From an optimization exercise on the open Yosys and OpenROAD flow, aimed at small area, a short achievable clock period and few clock cycles per item; shortcuts taken in it are not production practice. RTL that was checked went through simulation tests only; none was proved equivalent to the original. The RTL of run 1 was laid out without a check of its function. Power is estimated from default activity; no workload was simulated.

==> flow/design.v (outline; a module is shown in full before it is edited, if it fits) <==
// module sou_cell: 19 lines
// module sou_mul_csa: 886 lines
// module sou_div: 96 lines
// module stack_operator_unit: 420 lines
module stack_operator_unit (
    input  logic        i_clk,
    input  logic        i_rst_n,
    input  logic        i_in_valid,
    output logic        o_in_stall,
    input  logic [4:0]  i_in_cmd,
    input  logic [31:0] i_in_value,
    output logic        o_out_valid,
    input  logic        i_out_stall,
    output logic [2:0]  o_out_status,
    output logic [31:0] o_out_top,
    output logic [6:0]  o_out_depth
);
  // ...
==> flow/run.sh <==
#!/bin/bash
# synth_recipe.tcl (not shown) runs the flow's synth.tcl, then flattens the netlist and writes it again
# the make line also repeats each setting of config.mk as NAME=value (left out here)
make -C /OpenROAD-flow-scripts/flow DESIGN_CONFIG=/design/flow/config.mk WORK_HOME=/design/flow/orfs CLKGATE_MAP_FILE= SYNTH_SCRIPT=/design/flow/synth_recipe.tcl finish
==> flow/config.mk <==
export PLATFORM = sky130hd
export DESIGN_NAME = stack_operator_unit
export DESIGN_NICKNAME = stack_operator_unit
export VERILOG_FILES = /design/flow/design.v
export SDC_FILE = /design/flow/constraint.sdc
export NUM_CORES = 4
export LEC_CHECK = 0
export ABC_CLOCK_PERIOD_IN_PS = 3000
export CAP_MARGIN = 20
export CORE_MARGIN = 2
export CORE_UTILIZATION = 40
export GPL_ROUTABILITY_DRIVEN = 1
export GPL_TIMING_DRIVEN = 1
export PLACE_DENSITY = 0.5
export SETUP_SLACK_MARGIN = 5
export SLEW_MARGIN = 20
==> flow/constraint.sdc <==
create_clock -name core_clock -period 10.0 [get_ports {i_clk}]
set_input_delay 2.0000 -clock core_clock [delete_from_list [all_inputs] [get_ports {i_clk}]]
set_output_delay 2.0000 -clock core_clock [all_outputs]
set_load 0.01 [all_outputs]
==> summary.txt, run 1 <==
Synth
  – Multiplexer fraction of the synthesized cell area: around 2.2%
  – Most common library cells after synthesis: 2448 x edfxtp_1, 2427 x a221oi_1, 2332 x a21oi_1, 1387 x clkbuf_1, 850 x inv_1
  – Cell types occupying the most area after synthesis: edfxtp_1 45%, a221oi_1 13%, a21oi_1 7.1%
  – Synthesized-area fraction occupied by xor and xnor cells: between 2 and 2.5%
  – Portion of the post-synthesis area used by sequential elements: between 40 and 50%
  – Synthesis-stage register bit count: around 2600
  – Post-synth net total: 16574
  – Distinct cell type count of the synthesized netlist: about 110
  – Share of flip-flops with an asynchronous set or reset after synthesis: 0%
  – Avg Synthesized Cell Area: between 10 and 15 um^2
  – Netlist area before placement: between 150000 and 200000 um^2
  – Synth warn: 7
  – Number of instances in the synthesized netlist: about 16000
  – Most common cell in the netlist: edfxtp_1
  – Area leader, netlist: edfxtp_1
  – Synth Flop Type: edfxtp_1
  – Share of the synthesized area in compound gates (AO/OA/AOI/OAI): between 20% and 30%
  – Post-synth top area share: around 45%
  – Post-Synth Adder-Cell Area: a little under a tenth
  – Post-synthesis simple-gate area fraction: 6.966%
  – Dominant combinational cell family by area after synthesis: compound AO/OA/AOI/OAI gates

Run status
  – Outcome: aborted with a tool error
  – First logged error message: [ERROR GRT-0232] Routing congestion too high. Check the congestion heatmap in the GUI.
  – Stop stage: global routing

Placed design
  – Instance area after placement: ~170000 um^2
  – Post-detail-place hpwl: between 700 and 800 mm
  – Number of buffers inserted by port buffering: 84
  – Placer Congestion: about 1.2

Clock network
  – Buffers from clock root to sink, at most: 4
  – Sinks on Clock Net: about 2600
  – # resized after CTS: 1132
  – Setup bufs post-CTS: about 480
  – CTS root buffer: clkbuf_16
  – Number of buffers added by the clock tree synthesis step: ~320

GRT
  – Largest net degree at the start of global routing: between 70 and 80
  – Fraction of met2 tracks used by global routing: just under 80%
  – Met1 Resource Use GR: about two thirds
  – All-layer global routing usage: between 60% and 70%
  – GRT met3 Usage: 51.77%

Die
  – Horizontal die dimension: roughly 650 um
  – I/O pins: between 80 and 90
  – Initial standard-cell utilization of the core: 40.16%
  – Site row count: 235
==> module sou_div, before the edit <==
module sou_div (
    input  logic        i_clk,
    input  logic        i_rst_n,
    input  logic        i_start,
    input  logic [31:0] i_a,
    input  logic [31:0] i_d,
    output logic        o_fin,
    output logic [31:0] o_quot,    
    output logic [31:0] o_rem,     
    output logic [31:0] o_urem     
);
    localparam logic [1:0] D_IDLE = 2'd0, D_ALIGN = 2'd1, D_ITER = 2'd2, D_FIN = 2'd3;
    logic [1:0]  r_st;
    logic [31:0] r_da, r_dd;
    logic [5:0]  r_bla, r_bld;
    logic        r_nq, r_nr;
    logic [31:0] r_r, r_q;
    logic [33:0] r_d3;
    logic [4:0]  r_m;
    function automatic logic [5:0] bitlen(input logic [31:0] x);
        logic [5:0] n;
        n = 6'd0;
        for (int i = 0; i < 32; i++) if (x[i]) n = 6'(i + 1);
        bitlen = n;
    endfunction
    logic [31:0] c_aa, c_ad;
    assign c_aa = i_a[31] ? (32'd0 - i_a) : i_a;
    assign c_ad = i_d[31] ? (32'd0 - i_d) : i_d;
    logic signed [6:0] c_diff;
    logic [4:0]  c_m;
    logic [5:0]  c_sh;
    logic [63:0] c_wide;
    assign c_diff = $signed({1'b0, r_bla}) - $signed({1'b0, r_bld});
    assign c_m    = 5'((c_diff + 7'sd2) >>> 1);
    assign c_sh   = 6'd32 - {c_m, 1'b0};
    assign c_wide = {32'd0, r_da} << c_sh;
    logic [33:0] c_rr;
    logic [34:0] c_t1, c_t2, c_t3;
    logic [1:0]  c_qd;
    logic [31:0] c_rn;
    assign c_rr = {r_r, r_q[31:30]};
    assign c_t1 = {1'b0, c_rr} - {3'd0, r_dd};
    assign c_t2 = {1'b0, c_rr} - {2'd0, r_dd, 1'b0};
    assign c_t3 = {1'b0, c_rr} - {1'b0, r_d3};
    always_comb begin
        if (!c_t3[34]) begin
            c_qd = 2'd3; c_rn = c_t3[31:0];
        end else if (!c_t2[34]) begin
            c_qd = 2'd2; c_rn = c_t2[31:0];
        end else if (!c_t1[34]) begin
            c_qd = 2'd1; c_rn = c_t1[31:0];
        end else begin
            c_qd = 2'd0; c_rn = c_rr[31:0];
        end
    end
    always_ff @(posedge i_clk) begin
        if (!i_rst_n) r_st <= D_IDLE;
        else begin
            case (r_st)
                D_IDLE:  if (i_start) r_st <= D_ALIGN;
                D_ALIGN: r_st <= c_diff[6] ? D_FIN : D_ITER;
                D_ITER:  if (r_m == 5'd1) r_st <= D_FIN;
                default: r_st <= D_IDLE;
            endcase
        end
    end
    always_ff @(posedge i_clk) begin
        if (r_st == D_IDLE) begin
            r_da  <= c_aa;
            r_dd  <= c_ad;
            r_bla <= bitlen(c_aa);
            r_bld <= bitlen(c_ad);
            r_nq  <= i_a[31] ^ i_d[31];
            r_nr  <= i_a[31];
        end
        if (r_st == D_ALIGN) begin
            r_d3 <= {2'd0, r_dd} + {1'b0, r_dd, 1'b0};
            r_m  <= c_m;
            if (c_diff[6]) begin
                r_r <= r_da;
                r_q <= 32'd0;
            end else begin
                r_r <= c_wide[63:32];
                r_q <= c_wide[31:0];
            end
        end else if (r_st == D_ITER) begin
            r_r <= c_rn;
            r_q <= {r_q[29:0], c_qd};
            r_m <= r_m - 5'd1;
        end
    end
    assign o_fin  = (r_st == D_FIN);
    assign o_quot = r_nq ? (32'd0 - r_q) : r_q;
    assign o_rem  = r_nr ? (32'd0 - r_r) : r_r;
    assign o_urem = r_r;
endmodule
==> module stack_operator_unit, before the edit <==
module stack_operator_unit (
    input  logic        i_clk,
    input  logic        i_rst_n,
    input  logic        i_in_valid,
    output logic        o_in_stall,
    input  logic [4:0]  i_in_cmd,
    input  logic [31:0] i_in_value,
    output logic        o_out_valid,
    input  logic        i_out_stall,
    output logic [2:0]  o_out_status,
    output logic [31:0] o_out_top,
    output logic [6:0]  o_out_depth
);
    localparam int D = sou_pkg::SOU_STACK_DEPTH;
    localparam logic [2:0] M_IDLE = 3'd0, M_MUL = 3'd1, M_DIVW = 3'd2,
                           M_ROLL1 = 3'd3, M_ROLLW = 3'd4, M_ROT = 3'd5;
    localparam logic [2:0] C0_HOLD = 3'd0, C0_SEC = 3'd1, C0_VAL = 3'd2, C0_ALU = 3'd3,
                           C0_RP = 3'd4, C0_MUL = 3'd5, C0_DIV = 3'd6, C0_ZERO = 3'd7;
    localparam int K_PUSH = 0, K_ALU = 1, K_MUL = 2, K_DIV = 3, K_POP = 4, K_EXCH = 5,
                   K_DUP = 6, K_INDEX = 7, K_ROLL = 8, K_MOD = 9;
    function automatic logic [9:0] decode(input logic [4:0] c);
        logic [9:0] k;
        k = 10'd0;
        case (c)
            sou_pkg::CMD_PUSH:  k[K_PUSH] = 1'b1;
            sou_pkg::CMD_ADD, sou_pkg::CMD_SUB, sou_pkg::CMD_EQ, sou_pkg::CMD_NEQ,
            sou_pkg::CMD_GT, sou_pkg::CMD_GE, sou_pkg::CMD_LT, sou_pkg::CMD_LE:
                                k[K_ALU] = 1'b1;
            sou_pkg::CMD_MUL:   k[K_MUL] = 1'b1;
            sou_pkg::CMD_DIV:   k[K_DIV] = 1'b1;
            sou_pkg::CMD_MOD: begin
                k[K_DIV] = 1'b1;
                k[K_MOD] = 1'b1;
            end
            sou_pkg::CMD_POP:   k[K_POP] = 1'b1;
            sou_pkg::CMD_EXCH:  k[K_EXCH] = 1'b1;
            sou_pkg::CMD_DUP:   k[K_DUP] = 1'b1;
            sou_pkg::CMD_INDEX: k[K_INDEX] = 1'b1;
            sou_pkg::CMD_ROLL:  k[K_ROLL] = 1'b1;
            default:            k = 10'd0;
        endcase
        decode = k;
    endfunction
    logic        r_s0v, r_s1v, r_stall;
    logic [4:0]  r_s0c, r_s1c;
    logic [9:0]  r_s0k, r_s1k;
    logic [31:0] r_s0d, r_s1d;
    logic        c_take, c_done;
    logic [9:0]  c_ink;
    assign c_take     = i_in_valid && !r_stall;
    assign o_in_stall = r_stall;
    assign c_ink      = decode(i_in_cmd);
    logic n_s0v, n_s1v;
    assign n_s0v = c_done ? (r_s1v || c_take) : (r_s0v || c_take);
    assign n_s1v = !c_done && (r_s1v || (r_s0v && c_take));
    always_ff @(posedge i_clk) begin
        if (!i_rst_n) begin
            r_s0v   <= 1'b0;
            r_s1v   <= 1'b0;
            r_stall <= 1'b0;
        end else begin
            r_s0v   <= n_s0v;
            r_s1v   <= n_s1v;
            r_stall <= n_s0v && n_s1v;
        end
    end
    always_ff @(posedge i_clk) begin
        if (c_done && r_s1v) begin
            r_s0c <= r_s1c;
            r_s0k <= r_s1k;
            r_s0d <= r_s1d;
        end else if (c_done || !r_s0v) begin
            r_s0c <= i_in_cmd;
            r_s0k <= c_ink;
            r_s0d <= i_in_value;
        end
        if (!r_s1v) begin
            r_s1c <= i_in_cmd;
            r_s1k <= c_ink;
            r_s1d <= i_in_value;
        end
    end
    logic [31:0] w_c [D];
    logic [6:0]  r_cnt;
    logic        r_ge1, r_ge2, r_full;
    logic [31:0] c_top, c_sec;
    assign c_top = w_c[0];
    assign c_sec = w_c[1];
    logic [2:0]  c_c0sel;
    logic        c_dn, c_up, c_exch, c_fwd, c_rev;
    logic        c_inc, c_dec;
    logic [31:0] r_c0;
    logic [31:0] c_alu, c_rp, c_mulres, c_divres;
    logic [5:0]  r_b;       
    logic [2:0]  r_mode;
    always_ff @(posedge i_clk) begin
        case (c_c0sel)
            C0_HOLD: r_c0 <= r_c0;
            C0_SEC:  r_c0 <= c_sec;
            C0_VAL:  r_c0 <= r_s0d;
            C0_ALU:  r_c0 <= c_alu;
            C0_RP:   r_c0 <= c_rp;
            C0_MUL:  r_c0 <= c_mulres;
            C0_DIV:  r_c0 <= c_divres;
            default: r_c0 <= 32'd0;
        endcase
    end
    assign w_c[0] = r_c0;
    for (genvar gi = 1; gi < D; gi++) begin : g_cell
        logic c_above, c_below, c_wrap;
        assign c_above = c_dn || (c_exch && gi == 1) || (c_rev && 6'(gi) <= r_b);
        assign c_below = c_up || (c_fwd && 6'(gi) < r_b);
        assign c_wrap  = c_fwd && 6'(gi) == r_b;
        sou_cell u_cell (
            .i_clk  (i_clk),
            .i_sel  ({c_below || c_wrap, c_above || c_wrap}),
            .i_above(w_c[gi-1]),
            .i_below(w_c[gi == D - 1 ? gi : gi + 1]),
            .i_top  (c_top),
            .o_data (w_c[gi])
        );
    end
    always_ff @(posedge i_clk) begin
        if (!i_rst_n) begin
            r_cnt  <= 7'd0;
            r_ge1  <= 1'b0;
            r_ge2  <= 1'b0;
            r_full <= 1'b0;
        end else if (c_inc) begin
            r_cnt  <= r_cnt + 7'd1;
            r_ge1  <= 1'b1;
            r_ge2  <= r_ge1;
            r_full <= (r_cnt == 7'd63);
        end else if (c_dec) begin
            r_cnt  <= r_cnt - 7'd1;
            r_ge1  <= r_ge2;
            r_ge2  <= (r_cnt > 7'd2);
            r_full <= 1'b0;
        end
    end
    logic [5:0] c_ra;
    assign c_ra = (r_mode == M_ROT) ? r_b : (c_top[5:0] + 6'd1);
    always_comb begin
        c_rp = 32'd0;
        for (int k = 0; k < D; k++) if (c_ra == 6'(k)) c_rp = c_rp | w_c[k];
    end
    logic [32:0] c_add33, c_sub33;
    logic        c_eq, c_lt;
    assign c_add33 = {c_sec[31], c_sec} + {c_top[31], c_top};
    assign c_sub33 = {c_sec[31], c_sec} - {c_top[31], c_top};
    assign c_eq    = (c_sec == c_top);
    assign c_lt    = c_sub33[32];
    always_comb begin
        case (r_s0c)
            sou_pkg::CMD_ADD: c_alu = c_add33[31:0];
            sou_pkg::CMD_SUB: c_alu = c_sub33[31:0];
            sou_pkg::CMD_EQ:  c_alu = {31'd0, c_eq};
            sou_pkg::CMD_NEQ: c_alu = {31'd0, !c_eq};
            sou_pkg::CMD_GT:  c_alu = {31'd0, !c_lt && !c_eq};
            sou_pkg::CMD_GE:  c_alu = {31'd0, !c_lt};
            sou_pkg::CMD_LT:  c_alu = {31'd0, c_lt};
            default:          c_alu = {31'd0, c_lt || c_eq};
        endcase
    end
    logic c_qzero;
    always_comb begin
        case ({c_sec[31], c_top[31]})
            2'b00: c_qzero = c_sub33[32];
            2'b01: c_qzero = c_add33[32];
            2'b10: c_qzero = !c_add33[32] && (c_add33 != 33'd0);
            default: c_qzero = !c_sub33[32] && (c_sub33 != 33'd0);
        endcase
    end
    logic [31:0] w_m0, w_m1, w_m2, r_m0, r_m1, r_m2;
    sou_mul_csa u_mul (
        .i_a (c_sec),
        .i_b (c_top),
        .o_r0(w_m0),
        .o_r1(w_m1),
        .o_r2(w_m2)
    );
    always_ff @(posedge i_clk) begin
        r_m0 <= w_m0;
        r_m1 <= w_m1;
        r_m2 <= w_m2;
    end
    assign c_mulres = r_m0 + r_m1 + r_m2;
    logic        c_dstart, w_dfin;
    logic [31:0] w_quot, w_rem, w_urem;
    sou_div u_div (
        .i_clk  (i_clk),
        .i_rst_n(i_rst_n),
        .i_start(c_dstart),
        .i_a    (r_s0k[K_ROLL] ? c_top : c_sec),
        .i_d    (r_s0k[K_ROLL] ? c_sec : c_top),
        .o_fin  (w_dfin),
        .o_quot (w_quot),
        .o_rem  (w_rem),
        .o_urem (w_urem)
    );
    assign c_divres = r_s0k[K_MOD] ? w_rem : w_quot;
    logic        c_jneg, c_jsmall;
    logic [5:0]  c_aj;
    logic [5:0]  c_nn;
    assign c_jneg   = c_top[31];
    assign c_jsmall = c_jneg ? (&c_top[31:6] && |c_top[5:0]) : !(|c_top[31:6]);
    assign c_aj     = c_jneg ? (6'd0 - c_top[5:0]) : c_top[5:0];
    assign c_nn     = c_sec[5:0];
    function automatic logic [5:0] modstep(input logic [5:0] r, input logic b, input logic [5:0] n);
        logic [6:0] t;
        t = {r, b};
        if (t >= {1'b0, n}) t = t - {1'b0, n};
        modstep = t[5:0];
    endfunction
    logic [5:0] c_mr1;
    always_comb begin
        c_mr1 = 6'd0;
        for (int i = 5; i >= 4; i--) c_mr1 = modstep(c_mr1, c_aj[i], c_nn);
    end
    logic [5:0] r_mr, r_n;
    logic [3:0] r_mbits;
    logic       r_jneg, r_big, r_nle1;
    always_ff @(posedge i_clk) begin
        if (r_mode == M_IDLE) begin
            r_mr    <= c_mr1;
            r_mbits <= c_aj[3:0];
            r_n     <= c_nn;
            r_b     <= c_nn - 6'd1;
            r_jneg  <= c_jneg;
            r_nle1  <= (c_nn <= 6'd1);
            r_big   <= !c_jsmall && (c_nn > 6'd1);
        end
    end
    logic [5:0] c_rem_fast, r_rem;
    always_comb begin
        c_rem_fast = r_mr;
        for (int i = 3; i >= 0; i--) c_rem_fast = modstep(c_rem_fast, r_mbits[i], r_n);
        if (r_nle1) c_rem_fast = 6'd0;
    end
    always_ff @(posedge i_clk) begin
        if (r_mode == M_ROLL1) r_rem <= c_rem_fast;
        else if (r_mode == M_ROLLW) r_rem <= w_urem[5:0];
    end
    logic [5:0] c_nmr, c_k;
    logic [6:0] c_2rem;
    logic       c_fwdsel;
    assign c_nmr    = r_n - r_rem;
    assign c_2rem   = {r_rem, 1'b0};
    assign c_fwdsel = r_jneg ? ({1'b0, r_n} <= c_2rem) : (c_2rem <= {1'b0, r_n});
    assign c_k      = (r_rem == 6'd0) ? 6'd0 : ((c_fwdsel ^ r_jneg) ? r_rem : c_nmr);
    logic [5:0] r_k;
    logic       r_fwd, r_first;
    logic       r_sv, r_pv;
    logic       c_go;
    logic [2:0] c_st, r_pst;
    logic [2:0] n_mode;
    logic [5:0] n_k, c_kk;
    logic       n_fwd, n_first, c_dir;
    assign c_go = r_s0v && (!r_sv || !r_pv);
    assign c_dir = r_first ? c_fwdsel : r_fwd;
    assign c_kk  = r_first ? c_k : r_k;
    always_comb begin
        c_c0sel  = C0_HOLD;
        c_dn     = 1'b0;
        c_up     = 1'b0;
        c_exch   = 1'b0;
        c_fwd    = 1'b0;
        c_rev    = 1'b0;
        c_inc    = 1'b0;
        c_dec    = 1'b0;
        c_done   = 1'b0;
        c_st     = sou_pkg::ST_OK;
        c_dstart = 1'b0;
        n_mode   = r_mode;
        n_k      = r_k;
        n_fwd    = r_fwd;
        n_first  = 1'b0;
        case (r_mode)
            M_IDLE: if (c_go) begin
                c_done = 1'b1;
                if (r_s0k[K_PUSH]) begin
                    if (r_full) c_st = sou_pkg::ST_OVER;
                    else begin
                        c_c0sel = C0_VAL; c_dn = 1'b1; c_inc = 1'b1;
                    end
                end
                if (r_s0k[K_ALU]) begin
                    if (!r_ge2) c_st = sou_pkg::ST_UNDER;
                    else begin
                        c_c0sel = C0_ALU; c_up = 1'b1; c_dec = 1'b1;
                    end
                end
                if (r_s0k[K_MUL]) begin
                    if (!r_ge2) c_st = sou_pkg::ST_UNDER;
                    else begin
                        c_done = 1'b0; n_mode = M_MUL;
                        c_c0sel = C0_SEC; c_up = 1'b1; c_dec = 1'b1;
                    end
                end
                if (r_s0k[K_DIV]) begin
                    if (!r_ge2) c_st = sou_pkg::ST_UNDER;
                    else if (c_top == 32'd0) c_st = sou_pkg::ST_DIVZERO;
                    else begin
                        c_up = 1'b1; c_dec = 1'b1;
                        c_c0sel = (c_qzero && !r_s0k[K_MOD]) ? C0_ZERO : C0_SEC;
                        if (!c_qzero) begin
                            c_done = 1'b0; c_dstart = 1'b1; n_mode = M_DIVW;
                        end
                    end
                end
                if (r_s0k[K_POP]) begin
                    if (!r_ge1) c_st = sou_pkg::ST_UNDER;
                    else begin
                        c_c0sel = C0_SEC; c_up = 1'b1; c_dec = 1'b1;
                    end
                end
                if (r_s0k[K_EXCH]) begin
                    if (!r_ge2) c_st = sou_pkg::ST_UNDER;
                    else begin
                        c_c0sel = C0_SEC; c_exch = 1'b1;
                    end
                end
                if (r_s0k[K_DUP]) begin
                    if (!r_ge1) c_st = sou_pkg::ST_UNDER;
                    else if (r_full) c_st = sou_pkg::ST_OVER;
                    else begin
                        c_dn = 1'b1; c_inc = 1'b1;
                    end
                end
                if (r_s0k[K_INDEX]) begin
                    if (!r_ge1) c_st = sou_pkg::ST_UNDER;
                    else if (c_top[31]) c_st = sou_pkg::ST_BADCOUNT;
                    else if ((|c_top[30:7]) || (c_top[6:0] >= r_cnt - 7'd1)) c_st = sou_pkg::ST_UNDER;
                    else c_c0sel = C0_RP;
                end
                if (r_s0k[K_ROLL]) begin
                    if (!r_ge2) c_st = sou_pkg::ST_UNDER;
                    else if (c_sec[31]) c_st = sou_pkg::ST_BADCOUNT;
                    else if ((|c_sec[30:7]) || (c_sec[6:0] > r_cnt - 7'd2)) c_st = sou_pkg::ST_UNDER;
                    else begin
                        c_done = 1'b0;
                        c_c0sel = C0_SEC; c_up = 1'b1; c_dec = 1'b1;
                        c_dstart = !c_jsmall && (c_nn > 6'd1);
                        n_mode = M_ROLL1;
                    end
                end
            end
            M_MUL: begin
                c_c0sel = C0_MUL;
                c_done = 1'b1; n_mode = M_IDLE;
            end
            M_DIVW: begin
                if (w_dfin) begin
                    c_c0sel = C0_DIV;
                    c_done = 1'b1; n_mode = M_IDLE;
                end
            end
            M_ROLL1: begin
                c_c0sel = C0_SEC; c_up = 1'b1; c_dec = 1'b1;
                if (r_big) n_mode = M_ROLLW;
                else begin
                    n_mode = M_ROT; n_first = 1'b1;
                end
            end
            M_ROLLW: begin
                if (w_dfin) begin
                    n_mode = M_ROT; n_first = 1'b1;
                end
            end
            default: begin    
                n_fwd = c_dir;
                n_k   = c_kk - 6'd1;
                if (c_kk != 6'd0) begin
                    if (c_dir) begin
                        c_c0sel = C0_SEC; c_fwd = 1'b1;
                    end else begin
                        c_c0sel = C0_RP; c_rev = 1'b1;
                    end
                end
                if (c_kk == 6'd0 || c_kk == 6'd1) begin
                    c_done = 1'b1; n_mode = M_IDLE;
                end
            end
        endcase
    end
    always_ff @(posedge i_clk) begin
        if (!i_rst_n) r_mode <= M_IDLE;
        else r_mode <= n_mode;
        r_k     <= n_k;
        r_fwd   <= n_fwd;
        r_first <= n_first;
        if (c_done) r_pst <= c_st;
    end
    logic        r_ov;
    logic [41:0] r_sk, r_o, c_pw;
    logic        c_ofree;
    assign c_ofree = !r_ov || !i_out_stall;
    assign c_pw    = {r_pst, r_ge1 ? c_top : 32'd0, r_cnt};
    always_ff @(posedge i_clk) begin
        if (!i_rst_n) begin
            r_pv <= 1'b0;
            r_sv <= 1'b0;
            r_ov <= 1'b0;
        end else begin
            r_pv <= c_done || (r_pv && !(c_ofree || !r_sv));
            if (c_ofree) begin
                r_ov <= r_sv || r_pv;
                r_sv <= r_sv && r_pv;
            end else if (r_pv && !r_sv) r_sv <= 1'b1;
        end
    end
    always_ff @(posedge i_clk) begin
        if (c_ofree) r_o <= r_sv ? r_sk : c_pw;
        if (c_ofree ? (r_sv && r_pv) : (r_pv && !r_sv)) r_sk <= c_pw;
    end
    assign o_out_valid  = r_ov;
    assign o_out_status = r_o[41:39];
    assign o_out_top    = r_o[38:7];
    assign o_out_depth  = r_o[6:0];
endmodule
==> run 2, diff against run 1 <==
--- a/flow/design.v
+++ b/flow/design.v
@@ -931,5 +931,5 @@
     localparam logic [1:0] D_IDLE = 2'd0, D_ALIGN = 2'd1, D_ITER = 2'd2, D_FIN = 2'd3;
     logic [1:0]  r_st;
-    logic [31:0] r_da, r_dd;
+    logic [31:0] r_dd;
     logic [5:0]  r_bla, r_bld;
     logic        r_nq, r_nr;
@@ -953,5 +953,5 @@
     assign c_m    = 5'((c_diff + 7'sd2) >>> 1);
     assign c_sh   = 6'd32 - {c_m, 1'b0};
-    assign c_wide = {32'd0, r_da} << c_sh;
+    assign c_wide = {32'd0, r_q} << c_sh;
     logic [33:0] c_rr;
     logic [34:0] c_t1, c_t2, c_t3;
@@ -986,5 +986,5 @@
     always_ff @(posedge i_clk) begin
         if (r_st == D_IDLE) begin
-            r_da  <= c_aa;
+            r_q   <= c_aa;
             r_dd  <= c_ad;
             r_bla <= bitlen(c_aa);
@@ -993,9 +993,9 @@
             r_nr  <= i_a[31];
         end
-        if (r_st == D_ALIGN) begin
+        else if (r_st == D_ALIGN) begin
             r_d3 <= {2'd0, r_dd} + {1'b0, r_dd, 1'b0};
             r_m  <= c_m;
             if (c_diff[6]) begin
-                r_r <= r_da;
+                r_r <= r_q;
                 r_q <= 32'd0;
             end else begin
@@ -1030,7 +1030,8 @@
     localparam int D = sou_pkg::SOU_STACK_DEPTH;
     localparam logic [2:0] M_IDLE = 3'd0, M_MUL = 3'd1, M_DIVW = 3'd2,
-                           M_ROLL1 = 3'd3, M_ROLLW = 3'd4, M_ROT = 3'd5;
-    localparam logic [2:0] C0_HOLD = 3'd0, C0_SEC = 3'd1, C0_VAL = 3'd2, C0_ALU = 3'd3,
-                           C0_RP = 3'd4, C0_MUL = 3'd5, C0_DIV = 3'd6, C0_ZERO = 3'd7;
+                           M_ROLL1 = 3'd3, M_ROLLW = 3'd4, M_ROT = 3'd5, M_UNDO = 3'd6;
+    localparam logic [3:0] C0_HOLD = 4'd0, C0_SEC = 4'd1, C0_VAL = 4'd2, C0_ALU = 4'd3,
+                           C0_RP = 4'd4, C0_MUL = 4'd5, C0_DIV = 4'd6, C0_ZERO = 4'd7,
+                           C0_SAV = 4'd8;
     localparam int K_PUSH = 0, K_ALU = 1, K_MUL = 2, K_DIV = 3, K_POP = 4, K_EXCH = 5,
                    K_DUP = 6, K_INDEX = 7, K_ROLL = 8, K_MOD = 9;
@@ -1100,11 +1101,12 @@
     logic [6:0]  r_cnt;
     logic        r_ge1, r_ge2, r_full;
+    logic [5:0]  r_cm1, r_cm2;      
     logic [31:0] c_top, c_sec;
     assign c_top = w_c[0];
     assign c_sec = w_c[1];
-    logic [2:0]  c_c0sel;
+    logic [3:0]  c_c0sel;
     logic        c_dn, c_up, c_exch, c_fwd, c_rev;
     logic        c_inc, c_dec;
-    logic [31:0] r_c0;
+    logic [31:0] r_c0, r_sav;
     logic [31:0] c_alu, c_rp, c_mulres, c_divres;
     logic [5:0]  r_b;       
@@ -1119,4 +1121,5 @@
             C0_MUL:  r_c0 <= c_mulres;
             C0_DIV:  r_c0 <= c_divres;
+            C0_SAV:  r_c0 <= r_sav;
             default: r_c0 <= 32'd0;
         endcase
@@ -1143,5 +1146,9 @@
             r_ge2  <= 1'b0;
             r_full <= 1'b0;
+            r_cm1  <= 6'd0;
+            r_cm2  <= 6'd0;
         end else if (c_inc) begin
+            r_cm1  <= r_cnt[5:0];
+            r_cm2  <= r_cm1;
             r_cnt  <= r_cnt + 7'd1;
             r_ge1  <= 1'b1;
@@ -1153,11 +1160,14 @@
             r_ge2  <= (r_cnt > 7'd2);
             r_full <= 1'b0;
+            r_cm1  <= r_cm2;
+            r_cm2  <= r_cm2 - 6'd1;
         end
     end
-    logic [5:0] c_ra;
-    assign c_ra = (r_mode == M_ROT) ? r_b : (c_top[5:0] + 6'd1);
+    logic c_rot;
+    assign c_rot = (r_mode == M_ROT);
     always_comb begin
         c_rp = 32'd0;
-        for (int k = 0; k < D; k++) if (c_ra == 6'(k)) c_rp = c_rp | w_c[k];
+        for (int k = 1; k < D; k++)
+            if (c_rot ? (r_b == 6'(k)) : (c_top[5:0] == 6'(k - 1))) c_rp = c_rp | w_c[k];
     end
     logic [32:0] c_add33, c_sub33;
@@ -1179,11 +1189,12 @@
         endcase
     end
-    logic c_qzero;
+    logic c_sumz, c_qzero;
+    assign c_sumz = ((c_sec ^ c_top) == {(c_sec[30:0] | c_top[30:0]), 1'b0});
     always_comb begin
         case ({c_sec[31], c_top[31]})
             2'b00: c_qzero = c_sub33[32];
             2'b01: c_qzero = c_add33[32];
-            2'b10: c_qzero = !c_add33[32] && (c_add33 != 33'd0);
-            default: c_qzero = !c_sub33[32] && (c_sub33 != 33'd0);
+            2'b10: c_qzero = !c_add33[32] && !c_sumz;
+            default: c_qzero = !c_sub33[32] && !c_eq;
         endcase
     end
@@ -1223,22 +1234,31 @@
     assign c_aj     = c_jneg ? (6'd0 - c_top[5:0]) : c_top[5:0];
     assign c_nn     = c_sec[5:0];
-    function automatic logic [5:0] modstep(input logic [5:0] r, input logic b, input logic [5:0] n);
-        logic [6:0] t;
-        t = {r, b};
-        if (t >= {1'b0, n}) t = t - {1'b0, n};
-        modstep = t[5:0];
+    function automatic logic [5:0] modstep(input logic [5:0] r, input logic [2:0] b,
+                                           input logic [7:1][8:0] m);
+        logic [8:0] x;
+        logic [9:0] d;
+        x = {r, b};
+        modstep = x[5:0];
+        for (int k = 1; k <= 7; k++) begin
+            d = {1'b0, x} - {1'b0, m[k]};
+            if (!d[9]) modstep = d[5:0];
+        end
     endfunction
-    logic [5:0] c_mr1;
+    logic [7:1][8:0] c_mul;
+    logic [7:1][8:0] r_mul;
     always_comb begin
-        c_mr1 = 6'd0;
-        for (int i = 5; i >= 4; i--) c_mr1 = modstep(c_mr1, c_aj[i], c_nn);
+        for (int k = 1; k <= 7; k++) c_mul[k] = 9'(k) * {3'd0, c_nn};
     end
+    logic [5:0] c_mr1;
+    assign c_mr1 = modstep(6'd0, c_aj[5:3], c_mul);
     logic [5:0] r_mr, r_n;
-    logic [3:0] r_mbits;
+    logic [2:0] r_mbits;
     logic       r_jneg, r_big, r_nle1;
     always_ff @(posedge i_clk) begin
         if (r_mode == M_IDLE) begin
             r_mr    <= c_mr1;
-            r_mbits <= c_aj[3:0];
+            r_mbits <= c_aj[2:0];
+            r_mul   <= c_mul;
+            r_sav   <= c_top;
             r_n     <= c_nn;
             r_b     <= c_nn - 6'd1;
@@ -1248,32 +1268,26 @@
         end
     end
-    logic [5:0] c_rem_fast, r_rem;
+    logic [5:0] c_rem_fast, c_rem;
     always_comb begin
-        c_rem_fast = r_mr;
-        for (int i = 3; i >= 0; i--) c_rem_fast = modstep(c_rem_fast, r_mbits[i], r_n);
+        c_rem_fast = modstep(r_mr, r_mbits, r_mul);
         if (r_nle1) c_rem_fast = 6'd0;
     end
-    always_ff @(posedge i_clk) begin
-        if (r_mode == M_ROLL1) r_rem <= c_rem_fast;
-        else if (r_mode == M_ROLLW) r_rem <= w_urem[5:0];
-    end
+    assign c_rem = (r_mode == M_ROLLW) ? w_urem[5:0] : c_rem_fast;
     logic [5:0] c_nmr, c_k;
     logic [6:0] c_2rem;
     logic       c_fwdsel;
-    assign c_nmr    = r_n - r_rem;
-    assign c_2rem   = {r_rem, 1'b0};
+    assign c_nmr    = r_n - c_rem;
+    assign c_2rem   = {c_rem, 1'b0};
     assign c_fwdsel = r_jneg ? ({1'b0, r_n} <= c_2rem) : (c_2rem <= {1'b0, r_n});
-    assign c_k      = (r_rem == 6'd0) ? 6'd0 : ((c_fwdsel ^ r_jneg) ? r_rem : c_nmr);
+    assign c_k      = (c_rem == 6'd0) ? 6'd0 : ((c_fwdsel ^ r_jneg) ? c_rem : c_nmr);
     logic [5:0] r_k;
-    logic       r_fwd, r_first;
+    logic       r_fwd;
     logic       r_sv, r_pv;
     logic       c_go;
-    logic [2:0] c_st, r_pst;
+    logic [2:0] c_st, r_pst, r_ust, n_ust;
     logic [2:0] n_mode;
-    logic [5:0] n_k, c_kk;
-    logic       n_fwd, n_first, c_dir;
+    logic [5:0] n_k;
+    logic       n_fwd;
     assign c_go = r_s0v && (!r_sv || !r_pv);
-    assign c_dir = r_first ? c_fwdsel : r_fwd;
-    assign c_kk  = r_first ? c_k : r_k;
     always_comb begin
         c_c0sel  = C0_HOLD;
@@ -1291,5 +1305,5 @@
         n_k      = r_k;
         n_fwd    = r_fwd;
-        n_first  = 1'b0;
+        n_ust    = r_ust;
         case (r_mode)
             M_IDLE: if (c_go) begin
@@ -1316,9 +1330,10 @@
                 if (r_s0k[K_DIV]) begin
                     if (!r_ge2) c_st = sou_pkg::ST_UNDER;
-                    else if (c_top == 32'd0) c_st = sou_pkg::ST_DIVZERO;
                     else begin
                         c_up = 1'b1; c_dec = 1'b1;
                         c_c0sel = (c_qzero && !r_s0k[K_MOD]) ? C0_ZERO : C0_SEC;
-                        if (!c_qzero) begin
+                        if (c_top == 32'd0) begin
+                            c_done = 1'b0; n_mode = M_UNDO; n_ust = sou_pkg::ST_DIVZERO;
+                        end else if (!c_qzero) begin
                             c_done = 1'b0; c_dstart = 1'b1; n_mode = M_DIVW;
                         end
@@ -1347,16 +1362,19 @@
                     if (!r_ge1) c_st = sou_pkg::ST_UNDER;
                     else if (c_top[31]) c_st = sou_pkg::ST_BADCOUNT;
-                    else if ((|c_top[30:7]) || (c_top[6:0] >= r_cnt - 7'd1)) c_st = sou_pkg::ST_UNDER;
+                    else if ((|c_top[30:6]) || (c_top[5:0] >= r_cm1)) c_st = sou_pkg::ST_UNDER;
                     else c_c0sel = C0_RP;
                 end
                 if (r_s0k[K_ROLL]) begin
                     if (!r_ge2) c_st = sou_pkg::ST_UNDER;
-                    else if (c_sec[31]) c_st = sou_pkg::ST_BADCOUNT;
-                    else if ((|c_sec[30:7]) || (c_sec[6:0] > r_cnt - 7'd2)) c_st = sou_pkg::ST_UNDER;
                     else begin
                         c_done = 1'b0;
                         c_c0sel = C0_SEC; c_up = 1'b1; c_dec = 1'b1;
-                        c_dstart = !c_jsmall && (c_nn > 6'd1);
-                        n_mode = M_ROLL1;
+                        n_mode = M_UNDO;
+                        if (c_sec[31]) n_ust = sou_pkg::ST_BADCOUNT;
+                        else if ((|c_sec[30:6]) || (c_sec[5:0] > r_cm2)) n_ust = sou_pkg::ST_UNDER;
+                        else begin
+                            c_dstart = !c_jsmall && (c_nn > 6'd1);
+                            n_mode = M_ROLL1;
+                        end
                     end
                 end
@@ -1376,17 +1394,21 @@
                 if (r_big) n_mode = M_ROLLW;
                 else begin
-                    n_mode = M_ROT; n_first = 1'b1;
+                    n_mode = M_ROT; n_k = c_k; n_fwd = c_fwdsel;
                 end
             end
+            M_UNDO: begin
+                c_c0sel = C0_SAV; c_dn = 1'b1; c_inc = 1'b1;
+                c_st = r_ust;
+                c_done = 1'b1; n_mode = M_IDLE;
+            end
             M_ROLLW: begin
                 if (w_dfin) begin
-                    n_mode = M_ROT; n_first = 1'b1;
+                    n_mode = M_ROT; n_k = c_k; n_fwd = c_fwdsel;
                 end
             end
             default: begin    
-                n_fwd = c_dir;
-                n_k   = c_kk - 6'd1;
-                if (c_kk != 6'd0) begin
-                    if (c_dir) begin
+                n_k   = r_k - 6'd1;
+                if (r_k != 6'd0) begin
+                    if (r_fwd) begin
                         c_c0sel = C0_SEC; c_fwd = 1'b1;
                     end else begin
@@ -1394,5 +1416,5 @@
                     end
                 end
-                if (c_kk == 6'd0 || c_kk == 6'd1) begin
+                if (r_k == 6'd0 || r_k == 6'd1) begin
                     c_done = 1'b1; n_mode = M_IDLE;
                 end
@@ -1405,5 +1427,5 @@
         r_k     <= n_k;
         r_fwd   <= n_fwd;
-        r_first <= n_first;
+        r_ust   <= n_ust;
         if (c_done) r_pst <= c_st;
     end
--- a/flow/config.mk
+++ b/flow/config.mk
@@ -9,8 +9,8 @@
 export CAP_MARGIN = 20
 export CORE_MARGIN = 2
-export CORE_UTILIZATION = 40
+export CORE_UTILIZATION = 12
 export GPL_ROUTABILITY_DRIVEN = 1
-export GPL_TIMING_DRIVEN = 1
-export PLACE_DENSITY = 0.5
-export SETUP_SLACK_MARGIN = 5
+export GPL_TIMING_DRIVEN = 0
+export PLACE_DENSITY = 0.2
+export SETUP_SLACK_MARGIN = 4
 export SLEW_MARGIN = 20
==> run 2 against run 1 <==
Compared with the run above: the run now finishes clean; synthesized cell count is 2.7% higher; area after synthesis is 1.4% higher.
==> summary.txt, run 2 <==
Synth
  – Distinct cell type count of the synthesized netlist: 94 (-14%)
  – Most common library cells after synthesis: 2463 x edfxtp_1, 2387 x a21oi_1, 2185 x a221oi_1, 1420 x clkbuf_1, 862 x inv_1
  – Netlist area before placement: 166700 um^2 (+1.4%)
  – Synth warn: 7 (unchanged)
  – Avg Synthesized Cell Area: 10.41 um^2 (-1.3%)
  – Post-synth top area share: 44.37% (-0.35 points)
  – Dominant combinational cell family by area after synthesis: compound AO/OA/AOI/OAI gates
  – Most common cell in the netlist: edfxtp_1
  – Cell types occupying the most area after synthesis: edfxtp_1 44%, a221oi_1 11%, a21oi_1 7.2%
  – Post-synthesis simple-gate area fraction: 7.023% (+0.057 points)
  – Synth Flop Type: edfxtp_1
  – Share of flip-flops with an asynchronous set or reset after synthesis: 0% (unchanged)
  – Area leader, netlist: edfxtp_1
  – Number of enable-type register cells in the synthesized netlist: ~2500
  – Post-synth net total: 17091 (+3.1%)
  – Number of instances in the synthesized netlist: 16005 (+2.7%)
  – Synthesis-stage register bit count: 2589 (+1.0%)
  – Synthesized-area fraction occupied by xor and xnor cells: 2.186% (+0.054 points)
  – Post-Synth Adder-Cell Area: 9.805% (+0.66 points)
  – Portion of the post-synthesis area used by sequential elements: 45.89% (-0.24 points)
  – Multiplexer fraction of the synthesized cell area: 1.618% (-0.60 points)
  – Share of the synthesized area in compound gates (AO/OA/AOI/OAI): 27.73% (about the same)

Worst setup path
  – Type of destination of the critical path: flop
  – Worst Setup Path Type: flop to flop
  – Crit path required time: 10.88 ns
  – Critical path startpoint category: flop
  – Top fanout value on the critical path: 10
  – Worst endpoint data arrival time: about 7.8 ns

GRT
  – Number of antenna violations at the first check in global routing: 472
  – Vias in the first global route: 160408
  – All-layer global routing usage: 25.01%
  – Met1 Resource Use GR: 32.90%
  – Fraction of met2 tracks used by global routing: 39.73%
  – GRT met3 Usage: 4.132%
  – Wire length of the first global-routing pass: 2206 mm
  – Global route hottest layer: met2
  – Largest net degree at the start of global routing: 48
  – Overflow after GRT: 0

Clock network
  – Hold-fix buffers, CTS: 0
  – CTS root buffer: clkbuf_16
  – Buffers from clock root to sink, at most: 5 (+1)
  – Number of buffers added by the clock tree synthesis step: 401 (+26%)
  – Clock Latency Late Sink: around 1.2 ns
  – Sinks on Clock Net: 2589 (+1.0%)
  – H-tree depth: 5
  – Clock input transition at the sequential cells of the worst setup and hold paths: about 0.070 ns
  – CTS tree: yes

STA
  – Unrepaired setup endpoints after global routing: yes
  – Setup TNS after final layout: 0 ns
  – Peak clock frequency supported by timing: roughly 150 MHz
  – Number of max-slew violations in the final report: 0
  – Worst clock skew: approximately 0.16 ns
  – Shortest clock period the worst path allows after layout: 6.875 ns
  – Final worst setup slack: between 3 and 4 ns
  – Remaining max-slew budget at the tightest pin: between 6 and 7%
  – Worst slew pin tran: 1.395 ns
  – Final Hold Viols: 0
  – Finish-stage setup viols: 0
  – Final worst path period share: slightly below 70%

Placed design
  – Post-Place Cells: ~35000
  – Placer Congestion: 0.9966 (-15%)
  – Number of buffers inserted by port buffering: 83 (-1.2%)
  – Instance area after placement: 205000 um^2 (+19%)
  – Post-detail-place hpwl: 1546 mm (+100%)
  – Setup slack after placement: 0.4723 ns

Power and ir drop
  – LEAKAGE: 0.07596 uW
  – Post-layout power: 50030 uW
  – Power per cell area: 224.3 nW/um^2
  – Worst vdd rail ir drop: a little under 0.2 mV

Layout
  – Final standard cell area without fillers: about 220000 um^2
  – Highest-count cells in the layout ignoring fill and taps: 2463 x edfxtp_1, 2356 x a21oi_1, 2134 x a221oi_1
  – Flip-flop count of the largest register, all copies and words added: between 2000 and 2500
  – Most frequent standard cell in the layout excluding fill and tap cells: edfxtp_1
  – Ratio of cells with drive above 1 in the final layout: ~16%
  – Synthesis-to-layout area growth: 33.82%
  – Net count, final: ~18000
  – Final Instance Count excl. Fillers: 36344
  – Largest registers: g_cell.u_cell.r_data x2016, r_o x42, r_sk x42
  – Top reg by flops: g_cell.u_cell.r_data

Route
  – Antenna-violating nets left: 0
  – Sum of routed wire length over all layers: 1823 mm
  – Via Count: between 150k and 200k
  – Post-detailed-route wirelength per cell: ~50 um
  – Post-detailed-route DRC marker count: 0
  – Pre-Repair DR Iteration Count: 9
  – Detail-routed via count per cell: between 4 and 5
  – Number of violations reported at the end of detailed-routing iteration 0: approximately 25000

Run status
  – Outcome: finished clean

Die
  – Initial standard-cell utilization of the core: 12.01% (-28 points)
  – Placeable core region: 1387000 um^2
  – Site row count: 433 (+84%)
  – Die footprint: ~1400000 um^2
  – Horizontal die dimension: 1.183 mm (+83%)
  – I/O pins: 85 (unchanged)
  – Height of the die: roughly 1.2 mm

Run
  – Number of max-cap violations: 0

Hold path
  – Tightest Hold Check Type: flop to flop
[run 2: changes by cell type after synthesis, sizes merged, moves of 51 or more]
cell / previous run / this run
a222oi: 4 / 136
nand3: 98 / 192
ha: 527 / 611
a221oi: 2427 / 2186
a22oi: 155 / 470
nand2: 628 / 713
mux2: 140 / 76
a21oi: 2336 / 2387
a22o: 445 / 189
nor2: 738 / 830
and2: 222 / 50
[run 2: critical path: stages (launching register included)]
cell and delay, ns:
edfxtp_1 0.42, buf_4 0.16, clkbuf_4 0.27, buf_16 0.23
nand3_4 0.23, clkbuf_8 0.30, o22ai_4 0.22, a22oi_2 0.25
buf_4 0.24, nand4_1 0.94, nor3_4 0.67, nand4_1 1.01
nor4_4 0.71, buf_6 0.23, buf_8 0.15, o211ai_1 0.14
a221o_1 0.30
[run 2: area by class of cell]
cell class | count | area [um^2]
inverters | 898 | 3701
clock inverters | 202 | 1712
diodes | 210 | 525.5
multi-input cells | 10879 | 84090
well taps | 18487 | 23130
clock buffers | 514 | 10590
fillers | 154585 | 1164000
repair buffers | 926 | 14350
plain buffers | 1639 | 8458
flip-flops and latches | 2589 | 76480
[run 2: layer usage]
metal  vias to the layer above  part of all wire, %
met4                        74                  5.8
li1                      66554                    -
met1                     94216                   43
met3                      1812                  6.2
met5                         -                0.029
met2                      9428                   45
[run 2: through the flow]
stage                     util [%]  hold slack (ns)
after global routing         16.05           0.4232
after CTS                    15.98           0.4066
after floorplan                  -           0.4222
after detailed placement     14.78           0.4572
after global placement       13.74           0.4446
final                        16.08           0.4073
[run 2: repair_timing]
| item | in CTS | in global routing |
|---|---|---|
| endpoints found under the setup margin | 3647 | 405 |
| pin swaps | 92 | 43 |
| resized for setup | 804 | 180 |
| buffers inserted | 153 | 27 |
[run 2: logic make-up after synthesis]
kind of cell | Yosys count
fa+ha+maj | 1046
flops | 2589
mux | 260
simple gates | 2529
xor+xnor | 416
compound gates | 6628
buf+inv | 2537
[run 2: worst paths after layout]
path	start	endpoint	slack, ns	cells past startpoint
min reg2reg	r_pst[1]	r_sk[40]	0.41	0
min	r_pst[1]	r_sk[40]	0.41	0
max	r_c0[5]	r_c0[3]	3.12	16
max reg2reg	r_c0[5]	r_c0[3]	3.12	16
[run 2: power breakdown]
group	total [uW]	internal [uW]	switching [uW]
logic	20000	6340	13700
registers	15500	13400	2110
clock network	14500	7920	6560
Testbench counts of run 2, summed over its fixed seeds: cycles 17,084, items 12,000.

port drivers added, routing unchanged:
In the flow no input, the clock included, has a driving cell. The finished layout below was timed again as built, in two steps. Step 1: set_driving_cell puts a clkbuf_16 on i_clk and a buf_2 on each other input, an assumption about the parent block. Step 2 moves the port delays by t, midway between the first and last clock arrival at a register: inputs arrive t later, outputs are due t later. That takes back most of the time a late clock gives input paths. Three values: ideal ports, drivers, drivers and shift; two values: the first two.
run: run 2
t (ns): 1.327
setup WS [ns]: 3.125 / 3.125 / 3.125
clock arrival spread, ns: 0.171 / 0.171
worst register clock-pin slew, ns: 0.08 / 0.08
cell pins on the clock port's net: 1
After both steps run 2 still meets setup and hold. For run 2, drivers alone change the setup slack by 0.000 ns; drivers and shift together by 0.000 ns.
